From an optimization exercise on the open Yosys and OpenROAD flow, aimed at small area, a short achievable clock period and few clock cycles per item; shortcuts taken in it are not production practice.
The RTL was checked by simulation tests, not by an equivalence proof against the original design.
No activity file was given, so power comes from the tool's default toggle rates.

== main ==
Design bounded_ordered_set, start of the top module:
module bounded_ordered_set (
   input  logic        clock,
   input  logic        reset,
   input  logic        req_tvalid,
   output logic        req_tready,
   input  logic [31:0] req_tdata,
   input  logic [1:0]  req_tuser,
   output logic        rsp_tvalid,
   input  logic        rsp_tready,
   output logic [7:0]  rsp_tdata,   
   input  logic        csr_we,
   input  logic [3:0]  csr_wdata
);
   localparam int N = bos_pkg::CAPACITY;
   localparam int W = bos_pkg::RSP_W;
   localparam int Q = 3;
   logic [N-1:0]       valid_ff;
   logic [N:0]         count_ff;    
   logic [N-1:0]       below_ff;    
   logic               room_ff;     
   logic               a_valid_ff;
   logic               a_insert_ff;
   logic               a_remove_ff;
   logic [N-1:0]       a_equal_lo_ff;
   logic [N-1:0]       a_equal_hi_ff;
   logic [1:0]         q_cnt_ff;
   logic [W-1:0]       q_ff [Q];
   logic               rsp_valid_ff;
   logic [1:0]         out_cnt_ff;
   logic               ready_ff;
   logic [N-1:0]       equal_lo;
   logic [N-1:0]       equal_hi;
   logic [N-1:0]       match;
   logic [N-1:0]       free_first;
   logic [N-1:0]       valid_in;
   logic               hit_any;
   logic               room;
   logic               take;
   logic               do_remove;
   logic               inc;
   logic               dec;
   logic [N:0]         count_inc;
   logic [N:0]         count_dec;
   logic [3:0]         bin_same;
   logic [3:0]         bin_inc;
   logic [3:0]         bin_dec;
   logic [3:0]         count_out;
   logic [N-1:0]       below_in;
   logic               room_in;
   logic [1:0]         status;
   logic [W-1:0]       rsp_new;
   logic               req_fire;
   logic               pop;
   logic [1:0]         q_cnt_in;
   logic [1:0]         out_cnt_in;
   assign req_tready = ready_ff;
  ...
For scale: ~53 I/O pins, ~14000 sq um of cells after synthesis.
export LEC_CHECK = 0
export ABC_AREA = 1
export CAP_MARGIN = 20
export CORE_MARGIN = 2
export CORE_UTILIZATION = 40
export CTS_CLUSTER_DIAMETER = 120
export CTS_CLUSTER_SIZE = 25
export SETUP_SLACK_MARGIN = 2.4
export SLEW_MARGIN = 20
create_clock -name core_clock -period 4.0 [get_ports {clock}]
run.sh (not shown) runs the stock make flow with config.mk's settings and CLKGATE_MAP_FILE= SYNTH_SCRIPT=/design/flow/synth_recipe.tcl, a recipe that flattens the netlist after the stock synthesis.
Testbench counts of main, summed over its fixed seeds: cycles 16,016, items 16,000.
Setup changes, main to the feature branch
--- a/flow/config.mk
+++ b/flow/config.mk
@@ -11,4 +11,4 @@
-export CORE_UTILIZATION = 40
-export CTS_CLUSTER_DIAMETER = 120
-export CTS_CLUSTER_SIZE = 25
-export SETUP_SLACK_MARGIN = 2.4
+export CORE_UTILIZATION = 60
+export CTS_CLUSTER_DIAMETER = 150
+export CTS_CLUSTER_SIZE = 30
+export SETUP_SLACK_MARGIN = 2.25
Findings:
- The feature branch: total half-perimeter wirelength after legalization and detailed placement about 1.3% below main
- Overall track demand over capacity in global routing | the feature branch above main
- Changes observed in the feature branch relative to main: share of the clock period used by the worst path after layout level, clock network area share moved down.
- Max non-clock buffer count across main and the feature branch: main
- In the final design statistics, the feature branch uses fewer standard cells in total than main.

* * *

bounded_ordered_set, a different RTL version from the one above (not shown whole).
Size in the first run: ~1700 cells after synthesis, about 310 flip-flops, roughly 53 I/O pins, about 0.015 mm2 of cells after synthesis.
## bounded_ordered_set
module bounded_ordered_set (
   input  logic        clock,
   input  logic        reset,
   input  logic        req_tvalid,
   output logic        req_tready,
   input  logic [31:0] req_tdata,
   input  logic [1:0]  req_tuser,
   output logic        rsp_tvalid,
   input  logic        rsp_tready,
   output logic [7:0]  rsp_tdata,   
   input  logic        csr_we,
   input  logic [3:0]  csr_wdata
);
export LEC_CHECK = 0
export ABC_AREA = 1
export CAP_MARGIN = 20
export CORE_MARGIN = 2
export CORE_UTILIZATION = 40
export CTS_BUF_LIST = sky130_fd_sc_hd__clkbuf_8
export SETUP_SLACK_MARGIN = 2.2
export SLEW_MARGIN = 20
create_clock -name core_clock -period 4.0 [get_ports {clock}]
Testbench counts at the start, summed over its fixed seeds: cycles 16,016, items 16,000.
Then changed:
- ABC_AREA: 1 -> unset
- CTS_BUF_LIST: sky130_fd_sc_hd__clkbuf_8 -> unset
Effect:
- cell area fell by 7.8%
- wire length fell by 38%
- maximum frequency fell by 4.2%
- combinational power fell by about 20%
- via count fell by 37%

port drivers added, routing unchanged:
Ports are ideal in the flow. The routed layouts listed here were re-timed in OpenROAD.
Step 1, drivers: a clkbuf_16 drives clock and a buf_2 each remaining input, both assumed.
Step 2, shift: input delay + t, output delay - t, t = (earliest + latest rising clock arrival at the registers) / 2. This alone moves slack from input paths to output paths.
Three values: ideal ports, drivers, drivers and shift; two values: the first two.
run	t, ns	slack for setup (ns)	worst setup path after step 2
main	0.558	2.171 / 2.122 / 1.869	input to register
the feature branch	0.546	2.175 / 2.128 / 1.734	input to register
the first run of note 2	0.693	2.045 / 1.997 / 1.550	input to register
the second run of note 2	0.558	1.959 / 1.969 / 1.411	input to register
After both steps setup and hold are still met in every run listed. For the second run of note 2, which loses most, drivers alone change the setup slack by +0.010 ns; drivers and shift together by -0.548 ns.
